Context: an optimization exercise on an open-source flow, tuned for small area, a short achievable clock period and few clock cycles per item. The choices shown serve that exercise and are no tape-out recipe. Only simulation tests tie the RTL to the original design; equivalence was not proved. Power is estimated from default activity; no workload was simulated.

File: flow/config.mk
export PLATFORM = sky130hd
export DESIGN_NAME = iupac_probe_window_matcher_core
export DESIGN_NICKNAME = iupac_probe_window_matcher_core
export VERILOG_FILES = /design/flow/design.v
export SDC_FILE = /design/flow/constraint.sdc
export NUM_CORES = 4
export LEC_CHECK = 0
export CAP_MARGIN = 50
export CORE_MARGIN = 2
export CORE_UTILIZATION = 40
export PLACE_DENSITY = 0.6
export SLEW_MARGIN = 30
File: flow/constraint.sdc
create_clock -name core_clock -period 13.0 [get_ports {clk}]
set_input_delay 2.6000 -clock core_clock [delete_from_list [all_inputs] [get_ports {clk}]]
set_output_delay 2.6000 -clock core_clock [all_outputs]
set_load 0.01 [all_outputs]
File: flow/design.v
`default_nettype none
package ipwm_pkg;
    localparam int NUM_PROBES    = 8;
    localparam int MAX_PROBE_LEN = 32;
    localparam int PSEL_W  = 3;
    localparam int POFF_W  = 5;
    localparam int LEN_W   = 6;
    localparam int CODE_W  = 5;
    localparam int CFG_IDX_W  = 1;
    localparam int CFG_DATA_W = 7;
    localparam logic [CFG_IDX_W-1:0] CFG_THRESHOLD = 1'd0;
    localparam logic [CFG_IDX_W-1:0] CFG_NFILTER   = 1'd1;
    localparam logic [1:0] OP_LOAD   = 2'd0;
    localparam logic [1:0] OP_GENOME = 2'd1;
    localparam logic [1:0] OP_RECORD = 2'd2;
    localparam logic [1:0] OP_NONE   = 2'd3;
    localparam logic [CODE_W-1:0] CODE_N = 5'b01111;
    function automatic logic [CODE_W-1:0] encode(input logic [7:0] b);
        logic [7:0] c;
        if (b >= 8'h61 && b <= 8'h7A)
            c = b - 8'd32;
        else
            c = b;
        case (c)
            8'h41: encode = 5'b00001;  
            8'h43: encode = 5'b00010;  
            8'h47: encode = 5'b00100;  
            8'h54: encode = 5'b01000;  
            8'h52: encode = 5'b00101;  
            8'h59: encode = 5'b01010;  
            8'h4D: encode = 5'b00011;  
            8'h4B: encode = 5'b01100;  
            8'h53: encode = 5'b00110;  
            8'h57: encode = 5'b01001;  
            8'h48: encode = 5'b01011;  
            8'h42: encode = 5'b01110;  
            8'h56: encode = 5'b00111;  
            8'h44: encode = 5'b01101;  
            8'h4E: encode = 5'b01111;  
            8'h45: encode = 5'b10000;  
            8'h46: encode = 5'b10001;  
            8'h49: encode = 5'b10010;  
            8'h4A: encode = 5'b10011;  
            8'h4C: encode = 5'b10100;  
            8'h4F: encode = 5'b10101;  
            8'h50: encode = 5'b10110;  
            8'h51: encode = 5'b10111;  
            8'h55: encode = 5'b11000;  
            8'h58: encode = 5'b11001;  
            8'h5A: encode = 5'b11010;  
            default: encode = 5'b00000;
        endcase
    endfunction
    function automatic logic is_plain(input logic [CODE_W-1:0] c);
        is_plain = !c[4] && (c[3:0] == 4'b0001 || c[3:0] == 4'b0010
                             || c[3:0] == 4'b0100 || c[3:0] == 4'b1000);
    endfunction
    function automatic logic pair_match(input logic [CODE_W-1:0] g, input logic [CODE_W-1:0] q);
        logic lg, lq;
        lg = g != 5'b00000;
        lq = q != 5'b00000;
        pair_match = lg && lq && (g == q || g == CODE_N || q == CODE_N
                     || (!g[4] && !q[4] && (is_plain(g) || is_plain(q))
                         && (g[3:0] & q[3:0]) != 4'b0000));
    endfunction
endpackage
`default_nettype wire
`default_nettype none
module ipwm_score
(
    input  wire logic [ipwm_pkg::MAX_PROBE_LEN*ipwm_pkg::CODE_W-1:0] win,
    input  wire logic [ipwm_pkg::MAX_PROBE_LEN*ipwm_pkg::CODE_W-1:0] prb,
    input  wire logic [ipwm_pkg::LEN_W-1:0]                           len,
    output logic      [23:0]                                          part
);
    logic [31:0] m;
    always_comb
    begin
        for (int j = 0; j < 32; j++)
            m[j] = ipwm_pkg::pair_match(win[j*5 +: 5], prb[j*5 +: 5])
                   && (ipwm_pkg::LEN_W'(j) < len);
    end
    genvar gq;
    generate
        for (gq = 0; gq < 8; gq++)
        begin : g_q
            ipwm_pop4 u_pop (.x(m[gq*4 +: 4]), .y(part[gq*3 +: 3]));
        end
    endgenerate
endmodule
module ipwm_pop4 (
    input  wire logic [3:0] x,
    output logic [2:0] y
);
    logic w1;
    logic w2;
    logic w3;
    logic w4;
    logic w5;
    logic w6;
    assign w1 = x[0] ^ x[1] ^ x[2];
    assign w2 = (x[0] & x[1]) | (x[0] & x[2]) | (x[1] & x[2]);
    assign w3 = w1 ^ x[3];
    assign w4 = w1 & x[3];
    assign w5 = w2 ^ w4;
    assign w6 = w2 & w4;
    assign y = {w6, w5, w3};
endmodule
module ipwm_sum8x3 (
    input  wire logic [23:0] p,
    input  wire logic [5:0]  nm,
    output logic [5:0]       y,
    output logic             ge
);
    logic w1;
    logic w2;
    logic w3;
    logic w4;
    logic w5;
    logic w6;
    logic w7;
    logic w8;
    logic w9;
    logic w10;
    logic w11;
    logic w12;
    logic w13;
    logic w14;
    logic w15;
    logic w16;
    logic w17;
    logic w18;
    logic w19;
    logic w20;
    logic w21;
    logic w22;
    logic w23;
    logic w24;
    logic w25;
    logic w26;
    logic w27;
    logic w28;
    logic w29;
    logic w30;
    logic w31;
    logic w32;
    logic w33;
    logic w34;
    logic w35;
    logic w36;
    logic w37;
    logic w38;
    logic w39;
    logic w40;
    logic w41;
    logic w42;
    logic w43;
    logic w44;
    logic w45;
    logic w46;
    logic w47;
    logic w48;
    logic w49;
    logic w50;
    logic w51;
    logic w52;
    assign w1 = p[0] ^ p[3] ^ p[6];
    assign w2 = (p[0] & p[3]) | (p[0] & p[6]) | (p[3] & p[6]);
    assign w3 = p[9] ^ p[12] ^ p[15];
    assign w4 = (p[9] & p[12]) | (p[9] & p[15]) | (p[12] & p[15]);
    assign w5 = p[1] ^ p[4] ^ p[7];
    assign w6 = (p[1] & p[4]) | (p[1] & p[7]) | (p[4] & p[7]);
    assign w7 = p[10] ^ p[13] ^ p[16];
    assign w8 = (p[10] & p[13]) | (p[10] & p[16]) | (p[13] & p[16]);
    assign w9 = p[2] ^ p[5] ^ p[8];
    assign w10 = (p[2] & p[5]) | (p[2] & p[8]) | (p[5] & p[8]);
    assign w11 = p[11] ^ p[14] ^ p[17];
    assign w12 = (p[11] & p[14]) | (p[11] & p[17]) | (p[14] & p[17]);
    assign w13 = w1 ^ w3 ^ p[18];
    assign w14 = (w1 & w3) | (w1 & p[18]) | (w3 & p[18]);
    assign w15 = w2 ^ w4 ^ w5;
    assign w16 = (w2 & w4) | (w2 & w5) | (w4 & w5);
    assign w17 = w7 ^ p[19] ^ p[22];
    assign w18 = (w7 & p[19]) | (w7 & p[22]) | (p[19] & p[22]);
    assign w19 = w6 ^ w8 ^ w9;
    assign w20 = (w6 & w8) | (w6 & w9) | (w8 & w9);
    assign w21 = w11 ^ p[20] ^ p[23];
    assign w22 = (w11 & p[20]) | (w11 & p[23]) | (p[20] & p[23]);
    assign w23 = w14 ^ w15 ^ w17;
    assign w24 = (w14 & w15) | (w14 & w17) | (w15 & w17);
    assign w25 = w16 ^ w18 ^ w19;
    assign w26 = (w16 & w18) | (w16 & w19) | (w18 & w19);
    assign w27 = w20 ^ w22 ^ w10;
    assign w28 = (w20 & w22) | (w20 & w10) | (w22 & w10);
    assign w29 = w24 ^ w25 ^ w21;
    assign w30 = (w24 & w25) | (w24 & w21) | (w25 & w21);
    assign w31 = w26 ^ w27 ^ w12;
    assign w32 = (w26 & w27) | (w26 & w12) | (w27 & w12);
    assign w33 = w13 ^ p[21];
    assign w34 = w13 & p[21];
    assign w35 = w23 ^ w34;
    assign w36 = w23 & w34;
    assign w37 = w29 ^ w36;
    assign w38 = w29 & w36;
    assign w39 = w30 ^ w31 ^ w38;
    assign w40 = (w30 & w31) | (w30 & w38) | (w31 & w38);
    assign w41 = w32 ^ w28 ^ w40;
    assign w42 = (w32 & w28) | (w32 & w40) | (w28 & w40);
    assign w43 = w13 ^ p[21] ^ nm[0];
    assign w44 = (w13 & p[21]) | (w13 & nm[0]) | (p[21] & nm[0]);
    assign w45 = w30 ^ w31 ^ nm[3];
    assign w46 = (w30 & w31) | (w30 & nm[3]) | (w31 & nm[3]);
    assign w47 = w32 ^ w28 ^ nm[4];
    assign w48 = (w32 & w28) | (w32 & nm[4]) | (w28 & nm[4]);
    assign w49 = w44 ^ w23 ^ nm[1];
    assign w50 = (w44 & w23) | (w44 & nm[1]) | (w23 & nm[1]);
    assign w51 = w50 ^ w29 ^ nm[2];
    assign w52 = (w50 & w29) | (w50 & nm[2]) | (w29 & nm[2]);
    assign y = {w42, w41, w39, w37, w35, w33};
    logic [6:0] t;
    assign t = {1'b0, w48, w46, w52, w51, w49, w43} + {1'b0, nm[5], w47, w45, 1'b0, 1'b0, 1'b1};
    assign ge = t[6];
endmodule
module ipwm_pct (
    input  wire logic [5:0]  s,
    input  wire logic [15:0] k,
    output logic [6:0]       y
);
    logic n0, o0, t0, n1, o1, t1, o2, t2;
    assign n0 = s[1];
    assign o0 = s[0];
    assign t0 = s[1] & ~s[0];
    assign n1 = s[3] & ~(s[2] & s[1]);
    assign o1 = s[2] ^ s[1];
    assign t1 = (s[3] & ~s[2] & ~s[1]) | (~s[3] & s[2] & s[1]);
    assign o2 = s[4] ^ s[3];
    assign t2 = s[4] & s[3];
    logic w1;
    logic w2;
    logic w3;
    logic w4;
    logic w5;
    logic w6;
    logic w7;
    logic w8;
    logic w9;
    logic w10;
    logic w11;
    logic w12;
    logic w13;
    logic w14;
    logic w15;
    logic w16;
    logic w17;
    logic w18;
    logic w19;
    logic w20;
    logic w21;
    logic w22;
    logic w23;
    logic w24;
    logic w25;
    logic w26;
    logic w27;
    logic w28;
    assign w1 = (n0 ^ ((o0 & k[2]) | (t0 & k[1]))) ^ (n1 ^ ((o1 & k[0]))) ^ n1;
    assign w2 = ((n0 ^ ((o0 & k[2]) | (t0 & k[1]))) & (n1 ^ ((o1 & k[0])))) | ((n0 ^ ((o0 & k[2]) | (t0 & k[1]))) & n1) | ((n1 ^ ((o1 & k[0]))) & n1);
    assign w3 = (n0 ^ ((o0 & k[4]) | (t0 & k[3]))) ^ (n1 ^ ((o1 & k[2]) | (t1 & k[1]))) ^ ((o2 & k[0]));
    assign w4 = ((n0 ^ ((o0 & k[4]) | (t0 & k[3]))) & (n1 ^ ((o1 & k[2]) | (t1 & k[1])))) | ((n0 ^ ((o0 & k[4]) | (t0 & k[3]))) & ((o2 & k[0]))) | ((n1 ^ ((o1 & k[2]) | (t1 & k[1]))) & ((o2 & k[0])));
    assign w5 = (n0 ^ ((o0 & k[5]) | (t0 & k[4]))) ^ (n1 ^ ((o1 & k[3]) | (t1 & k[2]))) ^ ((o2 & k[1]) | (t2 & k[0]));
    assign w6 = ((n0 ^ ((o0 & k[5]) | (t0 & k[4]))) & (n1 ^ ((o1 & k[3]) | (t1 & k[2])))) | ((n0 ^ ((o0 & k[5]) | (t0 & k[4]))) & ((o2 & k[1]) | (t2 & k[0]))) | ((n1 ^ ((o1 & k[3]) | (t1 & k[2]))) & ((o2 & k[1]) | (t2 & k[0])));
    assign w7 = (n0 ^ ((o0 & k[6]) | (t0 & k[5]))) ^ (n1 ^ ((o1 & k[4]) | (t1 & k[3]))) ^ ((o2 & k[2]) | (t2 & k[1]));
    assign w8 = ((n0 ^ ((o0 & k[6]) | (t0 & k[5]))) & (n1 ^ ((o1 & k[4]) | (t1 & k[3])))) | ((n0 ^ ((o0 & k[6]) | (t0 & k[5]))) & ((o2 & k[2]) | (t2 & k[1]))) | ((n1 ^ ((o1 & k[4]) | (t1 & k[3]))) & ((o2 & k[2]) | (t2 & k[1])));
    assign w9 = (n0 ^ ((o0 & k[7]) | (t0 & k[6]))) ^ (n1 ^ ((o1 & k[5]) | (t1 & k[4]))) ^ ((o2 & k[3]) | (t2 & k[2]));
    assign w10 = ((n0 ^ ((o0 & k[7]) | (t0 & k[6]))) & (n1 ^ ((o1 & k[5]) | (t1 & k[4])))) | ((n0 ^ ((o0 & k[7]) | (t0 & k[6]))) & ((o2 & k[3]) | (t2 & k[2]))) | ((n1 ^ ((o1 & k[5]) | (t1 & k[4]))) & ((o2 & k[3]) | (t2 & k[2])));
    assign w11 = (n0 ^ ((o0 & k[8]) | (t0 & k[7]))) ^ (n1 ^ ((o1 & k[6]) | (t1 & k[5]))) ^ ((o2 & k[4]) | (t2 & k[3]));
    assign w12 = ((n0 ^ ((o0 & k[8]) | (t0 & k[7]))) & (n1 ^ ((o1 & k[6]) | (t1 & k[5])))) | ((n0 ^ ((o0 & k[8]) | (t0 & k[7]))) & ((o2 & k[4]) | (t2 & k[3]))) | ((n1 ^ ((o1 & k[6]) | (t1 & k[5]))) & ((o2 & k[4]) | (t2 & k[3])));
    assign w13 = (n0 ^ ((o0 & k[9]) | (t0 & k[8]))) ^ (n1 ^ ((o1 & k[7]) | (t1 & k[6]))) ^ ((o2 & k[5]) | (t2 & k[4]));
    assign w14 = ((n0 ^ ((o0 & k[9]) | (t0 & k[8]))) & (n1 ^ ((o1 & k[7]) | (t1 & k[6])))) | ((n0 ^ ((o0 & k[9]) | (t0 & k[8]))) & ((o2 & k[5]) | (t2 & k[4]))) | ((n1 ^ ((o1 & k[7]) | (t1 & k[6]))) & ((o2 & k[5]) | (t2 & k[4])));
    assign w15 = (n0 ^ ((o0 & k[10]) | (t0 & k[9]))) ^ (n1 ^ ((o1 & k[8]) | (t1 & k[7]))) ^ ((o2 & k[6]) | (t2 & k[5]));
    assign w16 = ((n0 ^ ((o0 & k[10]) | (t0 & k[9]))) & (n1 ^ ((o1 & k[8]) | (t1 & k[7])))) | ((n0 ^ ((o0 & k[10]) | (t0 & k[9]))) & ((o2 & k[6]) | (t2 & k[5]))) | ((n1 ^ ((o1 & k[8]) | (t1 & k[7]))) & ((o2 & k[6]) | (t2 & k[5])));
    assign w17 = (n0 ^ ((o0 & k[11]) | (t0 & k[10]))) ^ (n1 ^ ((o1 & k[9]) | (t1 & k[8]))) ^ ((o2 & k[7]) | (t2 & k[6]));
    assign w18 = ((n0 ^ ((o0 & k[11]) | (t0 & k[10]))) & (n1 ^ ((o1 & k[9]) | (t1 & k[8])))) | ((n0 ^ ((o0 & k[11]) | (t0 & k[10]))) & ((o2 & k[7]) | (t2 & k[6]))) | ((n1 ^ ((o1 & k[9]) | (t1 & k[8]))) & ((o2 & k[7]) | (t2 & k[6])));
    assign w19 = (n0 ^ ((o0 & k[12]) | (t0 & k[11]))) ^ (n1 ^ ((o1 & k[10]) | (t1 & k[9]))) ^ ((o2 & k[8]) | (t2 & k[7]));
    assign w20 = ((n0 ^ ((o0 & k[12]) | (t0 & k[11]))) & (n1 ^ ((o1 & k[10]) | (t1 & k[9])))) | ((n0 ^ ((o0 & k[12]) | (t0 & k[11]))) & ((o2 & k[8]) | (t2 & k[7]))) | ((n1 ^ ((o1 & k[10]) | (t1 & k[9]))) & ((o2 & k[8]) | (t2 & k[7])));
    assign w21 = (n0 ^ ((o0 & k[13]) | (t0 & k[12]))) ^ (n1 ^ ((o1 & k[11]) | (t1 & k[10]))) ^ ((o2 & k[9]) | (t2 & k[8]));
    assign w22 = ((n0 ^ ((o0 & k[13]) | (t0 & k[12]))) & (n1 ^ ((o1 & k[11]) | (t1 & k[10])))) | ((n0 ^ ((o0 & k[13]) | (t0 & k[12]))) & ((o2 & k[9]) | (t2 & k[8]))) | ((n1 ^ ((o1 & k[11]) | (t1 & k[10]))) & ((o2 & k[9]) | (t2 & k[8])));
    assign w23 = (n0 ^ ((o0 & k[14]) | (t0 & k[13]))) ^ (n1 ^ ((o1 & k[12]) | (t1 & k[11]))) ^ ((o2 & k[10]) | (t2 & k[9]));
    assign w24 = ((n0 ^ ((o0 & k[14]) | (t0 & k[13]))) & (n1 ^ ((o1 & k[12]) | (t1 & k[11])))) | ((n0 ^ ((o0 & k[14]) | (t0 & k[13]))) & ((o2 & k[10]) | (t2 & k[9]))) | ((n1 ^ ((o1 & k[12]) | (t1 & k[11]))) & ((o2 & k[10]) | (t2 & k[9])));
    assign w25 = (n0 ^ ((o0 & k[15]) | (t0 & k[14]))) ^ (n1 ^ ((o1 & k[13]) | (t1 & k[12]))) ^ ((o2 & k[11]) | (t2 & k[10]));
    assign w26 = ((n0 ^ ((o0 & k[15]) | (t0 & k[14]))) & (n1 ^ ((o1 & k[13]) | (t1 & k[12])))) | ((n0 ^ ((o0 & k[15]) | (t0 & k[14]))) & ((o2 & k[11]) | (t2 & k[10]))) | ((n1 ^ ((o1 & k[13]) | (t1 & k[12]))) & ((o2 & k[11]) | (t2 & k[10])));
    assign w27 = w2 ^ (n0 ^ ((o0 & k[3]) | (t0 & k[2]))) ^ (n1 ^ ((o1 & k[1]) | (t1 & k[0])));
    assign w28 = (w2 & (n0 ^ ((o0 & k[3]) | (t0 & k[2])))) | (w2 & (n1 ^ ((o1 & k[1]) | (t1 & k[0])))) | ((n0 ^ ((o0 & k[3]) | (t0 & k[2]))) & (n1 ^ ((o1 & k[1]) | (t1 & k[0]))));
    logic [15:0] full;
    assign full = {w24, w22, w20, w18, w16, w14, w12, w10, w8, w6, w4, w28, w27, w1, (n0 ^ ((o0 & k[1]) | (t0 & k[0]))), (n0 ^ ((o0 & k[0])))} + {w25, w23, w21, w19, w17, w15, w13, w11, w9, w7, w5, w3, 1'b0, 1'b0, 1'b0, n0};
    assign y = s[5] ? 7'd100 : full[15:9];
endmodule
`default_nettype wire
`default_nettype none
module iupac_probe_window_matcher_core
(
    input  wire logic                  clk,
    input  wire logic                  rst_n,
    input  wire logic                  in_valid,
    output logic                       in_ready,
    input  wire logic [1:0]            in_operation,
    input  wire logic [ipwm_pkg::PSEL_W-1:0]     in_probe_select,
    input  wire logic [ipwm_pkg::POFF_W-1:0]     in_probe_offset,
    input  wire logic                  in_probe_end,
    input  wire logic [7:0]            in_symbol,
    output logic                       out_valid,
    input  wire logic                  out_ready,
    output logic [31:0]                out_hit_position,
    output logic [31:0]                out_hit_distance,
    output logic [2:0]                 out_hit_probe,
    output logic [6:0]                 out_match_percent,
    output logic                       out_last_hit,
    input  wire logic                  cfg_we,
    input  wire logic [ipwm_pkg::CFG_IDX_W-1:0]  cfg_index,
    input  wire logic [ipwm_pkg::CFG_DATA_W-1:0] cfg_data
);
    localparam int NP = ipwm_pkg::NUM_PROBES;
    localparam int ML = ipwm_pkg::MAX_PROBE_LEN;
    localparam int CW = ipwm_pkg::CODE_W;
    logic [6:0] thr_reg;
    logic [1:0] nf_reg;
    logic        q0_v, q1_v, rdy_reg;
    logic [1:0]  q0_op, q1_op;
    logic [2:0]  q0_sel, q1_sel;
    logic [4:0]  q0_off, q1_off;
    logic        q0_end, q1_end;
    logic [CW-1:0] q0_code, q1_code;
    logic        cp_v, cp_old, cp_idx;
    logic [6:0]  cp_data;
    logic        wr_v;
    logic [2:0]  wr_sel;
    logic [4:0]  wr_off;
    logic [CW-1:0] wr_code;
    logic [CW-1:0] win_reg [ML];
    logic [ML-1:0] winn_reg;       
    logic [CW-1:0] pm_reg  [NP][ML];
    logic [5:0]    plen_reg [NP];
    logic [5:0]    minsc_reg [NP];
    logic [5:0]    lng_reg;        
    logic [4:0]    ins_reg;        
    logic [5:0]    fill_reg;
    logic [31:0]   n_reg, prev_reg;
    localparam logic [2:0] SQ_IDLE = 3'd0, SQ_LEN = 3'd1, SQ_SCAN = 3'd2, SQ_SET = 3'd3,
                           SQ_ROT = 3'd4;
    logic [2:0]  sq_reg;
    logic [4:0]  rot_reg;
    logic [3:0]  scan_reg;
    logic [5:0]  sl_reg;
    logic [5:0]  lnew_reg, lxnew_reg;
    logic        lxmax_reg;        
    logic [NP-1:0] todo_reg;       
    logic        cal_reg, cal_busy;
    logic [2:0]  cp_reg;           
    logic [5:0]  ci_reg, cm_reg;
    logic [7:0]  ca_reg;           
    logic        pend_reg;         
    logic        r_v;
    logic [23:0] r_part [NP];
    logic [NP-1:0] r_em;           
    logic [31:0] r_pos;
    logic        sc_v, t_v;
    logic [5:0]  sc_reg [NP];
    logic [5:0]  t_sc [NP];
    logic [NP-1:0] hit_reg, rep_reg, iss_reg, t_hit, t_rep;
    logic [31:0] scp_reg, t_pos;
    logic        prevz_reg;        
    logic        d_v, d_last;
    logic [5:0]  d_s;
    logic [15:0] d_k;
    logic [2:0]  d_probe;
    logic [31:0] d_pos, d_dist;
    logic        o_v;
    logic [31:0] o_pos, o_dist;
    logic [2:0]  o_probe;
    logic [6:0]  o_pct;
    logic        o_last;
    logic accept, pop, quiet, busy, blocked, light_ok, heavy_ok;
    logic is_gen, is_load, is_rec, heavy;
    logic cfg_apply, pend_take, r_move, sc_release;
    logic x_gen, x_load, x_rec, x_end, scan_new;
    logic [5:0] fill_new;
    logic [31:0] n_new;
    assign accept  = in_valid && rdy_reg;
    assign is_gen  = q0_op == ipwm_pkg::OP_GENOME;
    assign is_load = q0_op == ipwm_pkg::OP_LOAD;
    assign is_rec  = q0_op == ipwm_pkg::OP_RECORD;
    assign heavy   = is_rec || (is_load && q0_end);
    assign quiet   = !pend_reg && !r_v && !sc_v && !t_v;
    assign busy    = sq_reg != SQ_IDLE;
    assign blocked = busy || (cp_v && !cp_old);
    assign cal_busy = cal_reg || todo_reg != '0;
    assign light_ok = !pend_reg || pend_take;
    assign heavy_ok = quiet && !(is_load && cal_busy);
    assign pop      = q0_v && !blocked && (heavy ? heavy_ok : light_ok);
    assign x_gen    = pop && is_gen;
    assign x_load   = pop && is_load;
    assign x_rec    = pop && is_rec;
    assign x_end    = x_load && q0_end;
    assign cfg_apply = cp_v && !cp_old && !busy && quiet && !cal_busy;
    assign fill_new = (fill_reg == 6'd32) ? fill_reg : fill_reg + 6'd1;
    assign n_new    = (n_reg == 32'hFFFF_FFFF) ? n_reg : n_reg + 32'd1;
    assign scan_new = lng_reg != 6'd0 && fill_new >= lng_reg;
    always_ff @(posedge clk or negedge rst_n)
    begin
        if (!rst_n)
        begin
            q0_v    <= 1'b0;
            q1_v    <= 1'b0;
            rdy_reg <= 1'b0;
            cp_v    <= 1'b0;
            cp_old  <= 1'b0;
            wr_v    <= 1'b0;
        end
        else
        begin
            if (pop)
            begin
                q0_v <= q1_v || accept;
                q1_v <= q1_v && accept;
            end
            else if (accept)
            begin
                q0_v <= 1'b1;
                q1_v <= q0_v;
            end
            if (cfg_we)
            begin
                cp_v   <= 1'b1;
                cp_old <= q0_v && !pop;
            end
            else
            begin
                if (cfg_apply)
                    cp_v <= 1'b0;
                if (pop)
                    cp_old <= 1'b0;
            end
            rdy_reg <= !cfg_we && !(cp_v && !cfg_apply)
                       && ((q0_v + q1_v + accept - pop) < 2);
            wr_v <= x_load;
        end
    end
    always_ff @(posedge clk)
    begin
        if (cfg_we)
        begin
            cp_idx  <= cfg_index;
            cp_data <= cfg_data;
        end
        if (pop)
        begin
            if (q1_v)
            begin
                q0_op <= q1_op; q0_sel <= q1_sel; q0_off <= q1_off;
                q0_end <= q1_end; q0_code <= q1_code;
            end
            else
            begin
                q0_op <= in_operation; q0_sel <= in_probe_select; q0_off <= in_probe_offset;
                q0_end <= in_probe_end; q0_code <= ipwm_pkg::encode(in_symbol);
            end
            q1_op <= in_operation; q1_sel <= in_probe_select; q1_off <= in_probe_offset;
            q1_end <= in_probe_end; q1_code <= ipwm_pkg::encode(in_symbol);
        end
        else if (accept)
        begin
            if (!q0_v)
            begin
                q0_op <= in_operation; q0_sel <= in_probe_select; q0_off <= in_probe_offset;
                q0_end <= in_probe_end; q0_code <= ipwm_pkg::encode(in_symbol);
            end
            q1_op <= in_operation; q1_sel <= in_probe_select; q1_off <= in_probe_offset;
            q1_end <= in_probe_end; q1_code <= ipwm_pkg::encode(in_symbol);
        end
        if (x_load)
        begin
            wr_sel  <= q0_sel;
            wr_off  <= q0_off;
            wr_code <= q0_code;
        end
    end
    assign in_ready = rdy_reg;
    always_ff @(posedge clk or negedge rst_n)
    begin
        if (!rst_n)
        begin
            thr_reg <= 7'd100;
            nf_reg  <= 2'd0;
        end
        else if (cfg_apply)
        begin
            if (cp_idx == ipwm_pkg::CFG_THRESHOLD)
                thr_reg <= cp_data;
            else
                nf_reg <= cp_data[1:0];
        end
    end
    logic rot, rotating;
    assign rotating = sq_reg == SQ_ROT;
    assign rot = x_gen || rotating;
    always_ff @(posedge clk)
    begin
        if (rot)
        begin
            for (int j = 0; j < ML; j++)
            begin
                if (!rotating && ins_reg == 5'(j))
                begin
                    win_reg[j]  <= q0_code;
                    winn_reg[j] <= q0_code == ipwm_pkg::CODE_N;
                end
                else
                begin
                    win_reg[j]  <= win_reg[(j + 1) % ML];
                    winn_reg[j] <= winn_reg[(j + 1) % ML];
                end
            end
        end
    end
    always_ff @(posedge clk)
    begin
        for (int p = 0; p < NP; p++)
            for (int j = 0; j < ML; j++)
                if (wr_v && wr_sel == 3'(p) && wr_off == 5'(j))
                    pm_reg[p][j] <= wr_code;
    end
    logic [8:0] ct;
    logic [2:0] todo_first;
    logic [5:0] scan_len;
    assign ct = {ca_reg[7], ca_reg} + {2'b00, thr_reg};
    assign scan_len = plen_reg[scan_reg[2:0]];
    always_comb
    begin
        todo_first = '0;
        for (int p = NP - 1; p >= 0; p--)
            if (todo_reg[p])
                todo_first = 3'(p);
    end
    always_ff @(posedge clk or negedge rst_n)
    begin
        if (!rst_n)
        begin
            for (int p = 0; p < NP; p++)
                plen_reg[p] <= '0;
            lng_reg   <= '0;
            ins_reg   <= 5'd31;
            fill_reg  <= '0;
            n_reg     <= '0;
            sq_reg    <= SQ_IDLE;
            rot_reg   <= '0;
            scan_reg  <= '0;
            sl_reg    <= '0;
            lnew_reg  <= '0;
            lxnew_reg <= '0;
            lxmax_reg <= 1'b0;
            todo_reg  <= '0;
            cal_reg   <= 1'b0;
            cp_reg    <= '0;
            ci_reg    <= '0;
            cm_reg    <= '0;
            ca_reg    <= '0;
        end
        else
        begin
            if (x_end)
            begin
                plen_reg[q0_sel] <= {1'b0, q0_off} + 6'd1;
                lxnew_reg <= {1'b0, q0_off} + 6'd1;
                lxmax_reg <= plen_reg[q0_sel] == lng_reg;
            end
            if (x_rec)
            begin
                fill_reg <= '0;
                n_reg    <= '0;
            end
            else if (x_gen)
            begin
                fill_reg <= fill_new;
                n_reg    <= n_new;
            end
            case (sq_reg)
                SQ_IDLE:
                begin
                    if (x_end)
                        sq_reg <= SQ_LEN;
                end
                SQ_LEN:
                begin
                    if (lxnew_reg >= lng_reg)
                    begin
                        lnew_reg <= lxnew_reg;
                        sq_reg   <= SQ_SET;
                    end
                    else if (lxmax_reg)
                    begin
                        lnew_reg <= '0;
                        scan_reg <= '0;
                        sq_reg   <= SQ_SCAN;
                    end
                    else
                        sq_reg <= SQ_IDLE;
                end
                SQ_SCAN:
                begin
                    sl_reg <= scan_len;
                    if (scan_reg != 4'd0 && sl_reg > lnew_reg)
                        lnew_reg <= sl_reg;
                    scan_reg <= scan_reg + 4'd1;
                    if (scan_reg == 4'd8)
                        sq_reg <= SQ_SET;
                end
                SQ_SET:
                begin
                    lng_reg <= lnew_reg;
                    ins_reg <= lnew_reg[4:0] - 5'd1;
                    rot_reg <= lng_reg[4:0] - lnew_reg[4:0];
                    if (lng_reg[4:0] != lnew_reg[4:0] && fill_reg != 6'd0)
                        sq_reg <= SQ_ROT;
                    else
                        sq_reg <= SQ_IDLE;
                end
                default:
                begin
                    rot_reg <= rot_reg - 5'd1;
                    if (rot_reg == 5'd1)
                        sq_reg <= SQ_IDLE;
                end
            endcase
            if (x_end)
                todo_reg[q0_sel] <= 1'b1;
            else if (cfg_apply && cp_idx == ipwm_pkg::CFG_THRESHOLD)
                todo_reg <= '1;
            if (!cal_reg)
            begin
                if (todo_reg != '0)
                begin
                    cal_reg <= 1'b1;
                    cp_reg  <= todo_first;
                    ci_reg  <= plen_reg[todo_first];
                    cm_reg  <= '0;
                    ca_reg  <= '0;
                    todo_reg[todo_first] <= 1'b0;
                end
            end
            else if (ci_reg != 6'd0)
            begin
                ci_reg <= ci_reg - 6'd1;
                if (!ct[8] && ct[7:0] > 8'd100)
                begin
                    ca_reg <= 8'(ct - 9'd200);
                    cm_reg <= cm_reg + 6'd2;
                end
                else if (!ct[8] && ct[7:0] != 8'd0)
                begin
                    ca_reg <= 8'(ct - 9'd100);
                    cm_reg <= cm_reg + 6'd1;
                end
                else
                    ca_reg <= 8'(ct);
            end
            else
                cal_reg <= 1'b0;
        end
    end
    always_ff @(posedge clk)
    begin
        if (cal_reg && ci_reg == 6'd0)
            minsc_reg[cp_reg] <= cm_reg;
    end
    logic [ML*CW-1:0] win_flat;
    logic [ML*CW-1:0] pm_flat [NP];
    logic [23:0] part [NP];
    always_comb
    begin
        for (int j = 0; j < ML; j++)
        begin
            win_flat[j*CW +: CW] = win_reg[j];
            for (int p = 0; p < NP; p++)
                pm_flat[p][j*CW +: CW] = pm_reg[p][j];
        end
    end
    genvar gp;
    generate
        for (gp = 0; gp < NP; gp++)
        begin : g_score
            ipwm_score u_score (
                .win   (win_flat),
                .prb   (pm_flat[gp]),
                .len   (plen_reg[gp]),
                .part  (part[gp])
            );
        end
    endgenerate
    logic [ML-1:0] nsel;
    logic [5:0]    nfirst;
    always_comb
    begin
        for (int j = 0; j < ML; j++)
            nsel[j] = winn_reg[j] ^ nf_reg[0];
        nfirst = 6'd32;
        for (int j = ML - 1; j >= 0; j--)
            if (nsel[j])
                nfirst = 6'(j);
    end
    logic [5:0]    score [NP];
    logic [NP-1:0] hit_now, emit_now, reach;
    generate
        for (gp = 0; gp < NP; gp++)
        begin : g_add
            ipwm_sum8x3 u_add (
                .p  (r_part[gp]),
                .nm (~minsc_reg[gp]),
                .y  (score[gp]),
                .ge (reach[gp])
            );
        end
    endgenerate
    always_comb
    begin
        for (int p = 0; p < NP; p++)
        begin
            hit_now[p]  = plen_reg[p] != 6'd0 && reach[p];
            emit_now[p] = r_em[p];
        end
    end
    logic [NP-1:0] pending, pick, below;
    logic [2:0]    pidx;
    logic          issue, d_take, first_hit_rep;
    logic [31:0]   dist0;
    logic [5:0]    ilen;
    logic [15:0]   recip;
    always_comb
    begin
        pending = rep_reg & ~iss_reg;
        pick = pending & (~pending + 8'd1);
        pidx = '0;
        for (int p = NP - 1; p >= 0; p--)
            if (pending[p])
                pidx = 3'(p);
        below = pick - 8'd1;
        ilen = plen_reg[pidx];
        recip = '0;
        for (int l = 1; l <= ML; l++)
            if (ilen == 6'(l))
                recip = 16'((51200 + l - 1) / l);
    end
    assign first_hit_rep = (hit_reg & below) == '0 && iss_reg == '0;
    logic [32:0] pdiff;
    assign pdiff = {1'b0, scp_reg} - {1'b0, prev_reg};
    assign dist0 = (prevz_reg || pdiff[32]) ? 32'd0 : pdiff[31:0];
    assign d_take     = d_free;             
    assign issue      = sc_v && pending != '0 && d_take;
    assign sc_release = sc_v && (pending == '0 || (issue && (pending & ~pick) == '0));
    logic head_load, t_drop, t_live;
    assign t_drop     = t_v && t_hit == '0;
    assign t_live     = t_v && !t_drop;
    assign r_move     = r_v && !cal_busy && !t_live;
    assign head_load  = r_move && (!sc_v || sc_release);
    assign pend_take  = pend_reg && (!r_v || r_move);
    always_ff @(posedge clk or negedge rst_n)
    begin
        if (!rst_n)
        begin
            pend_reg <= 1'b0;
            r_v      <= 1'b0;
            sc_v     <= 1'b0;
            t_v      <= 1'b0;
            prev_reg <= '0;
            prevz_reg <= 1'b1;
        end
        else
        begin
            if (x_gen && scan_new)
                pend_reg <= 1'b1;
            else if (pend_take)
                pend_reg <= 1'b0;
            if (pend_take)
                r_v <= 1'b1;
            else if (r_move)
                r_v <= 1'b0;
            if (head_load || (sc_release && t_live))
                sc_v <= 1'b1;
            else if (sc_release)
                sc_v <= 1'b0;
            if (r_move && !head_load)
                t_v <= 1'b1;
            else if ((sc_release && t_live) || t_drop)
                t_v <= 1'b0;
            if (x_rec)
            begin
                prev_reg  <= '0;
                prevz_reg <= 1'b1;
            end
            else if (sc_release && hit_reg != '0)
            begin
                prev_reg  <= scp_reg;
                prevz_reg <= 1'b0;
            end
        end
    end
    always_ff @(posedge clk)
    begin
        if (pend_take)
        begin
            for (int p = 0; p < NP; p++)
                r_part[p] <= part[p];
            for (int p = 0; p < NP; p++)
                r_em[p] <= nf_reg[1] || (nf_reg[0] ^ (nfirst >= plen_reg[p]));
            r_pos    <= n_reg - {26'd0, lng_reg} + 32'd1;
        end
        if (head_load)
        begin
            for (int p = 0; p < NP; p++)
                sc_reg[p] <= score[p];
            hit_reg <= hit_now;
            rep_reg <= hit_now & emit_now;
            iss_reg <= '0;
            scp_reg <= r_pos;
        end
        else if (sc_release && t_live)
        begin
            for (int p = 0; p < NP; p++)
                sc_reg[p] <= t_sc[p];
            hit_reg <= t_hit;
            rep_reg <= t_rep;
            iss_reg <= '0;
            scp_reg <= t_pos;
        end
        else if (issue)
            iss_reg <= iss_reg | pick;
        if (!t_live)
        begin
            for (int p = 0; p < NP; p++)
                t_sc[p] <= score[p];
            t_hit <= hit_now;
            t_rep <= hit_now & emit_now;
            t_pos <= r_pos;
        end
    end
    logic d_free, o_free;
    logic [6:0] d_pct;
    assign o_free = !o_v || out_ready;
    assign d_free = !d_v || o_free;
    always_ff @(posedge clk or negedge rst_n)
    begin
        if (!rst_n)
        begin
            d_v <= 1'b0;
            o_v <= 1'b0;
        end
        else
        begin
            if (d_free)
                d_v <= issue;
            if (o_free)
                o_v <= d_v;
        end
    end
    always_ff @(posedge clk)
    begin
        if (issue)
        begin
            d_s     <= sc_reg[pidx];
            d_k     <= recip;
            d_probe <= pidx;
            d_last  <= (pending & ~pick) == '0;
            d_pos   <= scp_reg;
            d_dist  <= first_hit_rep ? dist0 : 32'd0;
        end
        if (o_free)
        begin
            o_pos <= d_pos; o_dist <= d_dist; o_probe <= d_probe;
            o_pct <= d_pct; o_last <= d_last;
        end
    end
    ipwm_pct u_pct (.s(d_s), .k(d_k), .y(d_pct));
    assign out_valid         = o_v;
    assign out_hit_position  = o_pos;
    assign out_hit_distance  = o_dist;
    assign out_hit_probe     = o_probe;
    assign out_match_percent = o_pct;
    assign out_last_hit      = o_last;
endmodule
`default_nettype wire
File: flow/run.sh
#!/bin/bash
# synth_recipe.tcl (not shown) runs the flow's synth.tcl, then flattens the netlist and writes it again
# the make line also repeats each setting of config.mk as NAME=value (left out here)
make -C /OpenROAD-flow-scripts/flow DESIGN_CONFIG=/design/flow/config.mk WORK_HOME=/design/flow/orfs CLKGATE_MAP_FILE= SYNTH_SCRIPT=/design/flow/synth_recipe.tcl finish
==> notes.md <==
[power by group through the flow]
stage	Sequential [mW]	Clock [mW]	Combinational (mW)
floorplan	9.51	0	3.26
detailed placement	9.83	0	4.95
global route	9.73	8.35	5.65
global placement	9.93	0	4.60
finish	9.69	7.97	5.10
CTS	9.68	8.05	4.98
[kinds of logic after synthesis]
family	after synthesis
fa+ha+maj	2017
flops	2384
simple gates	3812
compound gates	2762
buf+inv	1212
mux	286
xor+xnor	369
[metrics by stage]
| step | cell area, um^2 | hold WS (ns) | instances | utilization |
|---|---|---|---|---|
| global route | 163000 | 0.422 | 18374 | 0.458 |
| floorplan | 143000 | 0.400 | 12842 | - |
| detailed placement | 154000 | 0.405 | 17845 | 0.431 |
| finish | 163000 | 0.416 | 18398 | 0.458 |
| CTS | 163000 | 0.417 | 18349 | 0.457 |
| global placement | 151000 | 0.402 | 17652 | 0.425 |
[layer usage]
layer | global-route usage | vias to the layer above | wire length, um
met5 | 0 | - | 147
met4 | 0.164 | 20 | 35400
met3 | 0.0610 | 1248 | 54400
met2 | 0.404 | 5494 | 214000
met1 | 0.349 | 53069 | 195000
li1 | - | 49411 | -
[layout make-up]
cell class	count	area (um^2)	area share
Sequential cell	2384	70500	0.432
Multi-Input combinational cell	9246	68700	0.422
Clock buffer	349	7480	0.0459
Tap cell	4751	5940	0.0365
Timing Repair Buffer	535	5050	0.0310
Inverter	949	3560	0.0219
Clock inverter	155	1640	0.0100
Antenna cell	29	72.6	0.000445
[cell usage in the layout, fill, tap and decap left out, types with 52 or more instances in the layout]
cell                n
nand3_1           135
mux2i_1            59
nand2_1           786
clkbuf_16         285
nor3_1            529
nand2b_1           64
buf_4             268
maj3_1             75
clkdlybuf4s50_1   107
nor2_1           1329
inv_1             944
clkbuf_1           53
ha_1             1678
o41ai_1           179
or4_1             198
a21oi_1           744
fa_1              264
o211ai_1          101
o21ai_0          1074
or3_1             154
clkinv_1           54
mux2_2            223
o31ai_1            71
dfrtp_1           204
edfxtp_1         2162
xnor2_1           103
a31oi_1            66
xor2_1            265
a221oi_1           52
a21o_1             70
nand4_1           338
[worst min path at each step]
stage / cells after the start / to / slack (ns)
final: 0 / o_dist[9]$_DFFE_PP_ / 0.42
after global routing: 0 / o_pos[11]$_DFFE_PP_ / 0.42
after CTS: 0 / o_dist[9]$_DFFE_PP_ / 0.42
after detailed placement: 0 / o_dist[11]$_DFFE_PP_ / 0.40
after global placement: 0 / o_dist[0]$_DFFE_PP_ / 0.40
after floorplan: 0 / o_dist[0]$_DFFE_PP_ / 0.40
[worst max-delay path, delay by kind of cell, from the launching register on]
family	cells	cell delay, ns
AND/OR/NAND/NOR	7	0.79
AO/OA/AOI/OAI	13	2.27
buffers and inverters	2	0.84
XOR/XNOR	1	0.16
flip-flops	1	0.34
adder cells (fa/ha/maj)	1	0.26
==> impl_metrics.py <==
metrics = {
    "outcome": {
        "run_status": "finished clean",
    },
    "clock_tree": {
        "clk_latency_ns": 0.96,
        "cts_sinks": 2384,
        "cts_resized": 0,
        "cts_tree": "done",
        "holdBufCountCts": 0,
        "clk_pin_slew_ns": 0.06,
        "post_cts_buffers": 0,
        "numCtsBuffers": 279,
        "clockBufferDepth": 4,
        "root_buffer": "clkbuf_16",
        "h-tree-depth": 5,
    },
    "floorplanning": {
        "die_height_um": 602,
        "start_util": 0.402,
        "core-area_mm2": 0.356,
        "pin_count": 109,
        "die_area_mm2": 0.363,
        "die_width_um": 602,
        "core.rowCount": 219,
    },
    "synthesis": {
        "yosysSeqAreaShare": 0.492,
        "syn-num-nets": 14816,
        "ys_async_sr_fraction": 0.0898,
        "muxShareOfSynthArea": 0.0221,
        "synth_top_family_by_area": "adder cells",
        "synth-simple-area-share": 0.126,
        "postSynthCellCount": 12842,
        "netlist_top_cells_count": "2162 x edfxtp_1, 1678 x ha_1, 1343 x nor2_1",
        "synth.distinct_cells": 84,
        "synth_area_leaders": "edfxtp_1 45%, ha_1 15%, o21ai_0 3.8%",
        "ys_ff_latch": 2384,
        "synth-compound-area-share": 0.117,
        "synth_top_area_share": 0.453,
        "synth_ff_type": "edfxtp_1",
        "synth-xor-area-share": 0.0226,
        "avgSynthCellArea_um2": 11.1,
        "synth_warnings": 18,
        "synth_top_cell_by_area": "edfxtp_1",
        "synth-adder-area-share": 0.189,
        "syn-cell-area_mm2": 0.143,
        "synth_edf_count": 2162,
        "yosysMostFrequentCell": "edfxtp_1",
    },
    "worst_hold_path": {
        "hp-class": "flip-flop to flip-flop",
        "worstHoldStart": "d_dist[9]$_SDFFCE_PP0P_",
    },
    "global_routing": {
        "grt_max_degree": 150,
        "grt_pass1_vias": 101365,
        "grt.total_usage": 0.267,
        "grt_pass1_wl_um": 707000,
        "antenna_found_initial": 41,
        "gr-total-overflow": 0,
    },
    "power_and_ir_drop": {
        "finalPower_mw": 22.8,
        "p_leak_nw": 63.4,
        "p_clk_frac": 0.350,
        "sequentialPowerShare": 0.426,
        "switching_share": 0.321,
        "power_density_mw_per_mm2": 140,
        "power.internal_mw": 15.5,
        "p_sw_mw": 7.30,
        "pwr-share-comb": 0.224,
        "ir_worst_vdd_mv": 0.0958,
    },
    "detailed_routing": {
        "firstDrtPassIters": 15,
        "dr_total_vias": 109242,
        "viasPerCell": 5.94,
        "drt-initial-drc-count": 13580,
        "wl_um": 499000,
        "drc": 0,
        "wl_per_cell_um": 27.1,
        "drtAntennaViolNets": 0,
    },
    "worst_setup_path": {
        "endpoint": "r_em[5]$_DFFE_PP_",
        "crit_path_start": "nf_reg[0]$_DFFE_PN0P_",
        "r2r_setup_slack_ns": 8.03,
        "cp_max_fo": 64,
        "slowest_delay_ns": 0.53,
        "r2r.worst_path.cells": 24,
        "startpoint_type": "flip-flop",
        "cp.arrival_ns": 5.67,
        "cp-end-kind": "flip-flop",
        "r2r_start": "nf_reg[0]$_DFFE_PN0P_",
        "critical-path-slowest-cell": "buf_4",
        "path_cells": "buf_4 -> nor3_1 -> o31ai_1 -> o21ai_0 -> o22ai_1 -> a22oi_1 -> o22ai_1 -> a21oi_1 -> nor4_1 -> nor3_1 -> a221oi_1 -> o21bai_1 -> a22oi_1 -> buf_2 -> ha_1 -> nand2b_1 -> a21o_1 -> a21oi_1 -> nor2b_1 -> o21ai_0 -> nand2b_1 -> a21oi_1 -> xor2_1 -> nand2b_1",
        "required_ns": 13.70,
        "rr_endpoint": "r_em[5]$_DFFE_PP_",
        "worstSetupPathType": "flip-flop to flip-flop",
    },
    "sta": {
        "min_period_ns": 4.97,
        "final-hold-violation-count": 0,
        "fmax_mhz": 201,
        "period_share": 0.382,
        "fin_skew_ns": 0.0762,
        "rsz0062_at_grt": "false",
        "setup_viol": 0,
        "worst_pin_slew_ns": 1.11,
        "layout_setup_ws_ns": 8.03,
        "tns_ns": 0,
        "max-slew-margin-rel": 0.258,
        "drv_slew": 0,
    },
    "placement": {
        "portBuffers": 108,
        "dp_slack_ns": 7.64,
        "gp_congestion": 1.01,
        "dp_hpwl_um": 355000,
    },
    "cells_and_area": {
        "num-fill-cells": 32446,
        "syn2layout_area_growth_pct": 13.8,
        "nets": 15369,
        "drive_above_1_share": 0.0850,
        "largest_reg_flops": 1280,
    },
    "flow_run": {
        "cap_violations": 0,
    },
}
Testbench counts, summed over its fixed seeds: cycles 3,045, symbols 2,455.

what the ideal ports hide:
The flow's constraints put no driver on any port. The routed layout listed below was extracted and timed again, unchanged, in two steps. Step 1 (the two cells are an assumption about what drives the block):
set clk [get_ports {clk}]
set_driving_cell -lib_cell sky130_fd_sc_hd__clkbuf_16 $clk
set_driving_cell -lib_cell sky130_fd_sc_hd__buf_2 [delete_from_list [all_inputs] $clk]
Step 2 times the ports against the registers' clock, not the clock port: input delays grow and output delays shrink by t, the midpoint of the rising clock arrivals with the driver on. Slacks: ideal ports / drivers / drivers and shift; pairs: ideal ports / drivers.
t, ns: 1.022
setup slack, ns: 8.029 / 8.029 / 7.614
worst setup path after step 2: input to register
slew at the worst register clock pin (ns): 0.07 / 0.07
worst slew at a driven data input, ns: 0.09
After both steps this run still meets setup and hold. The setup slack of this run moves by 0.000 ns with the drivers and by -0.415 ns with both steps.
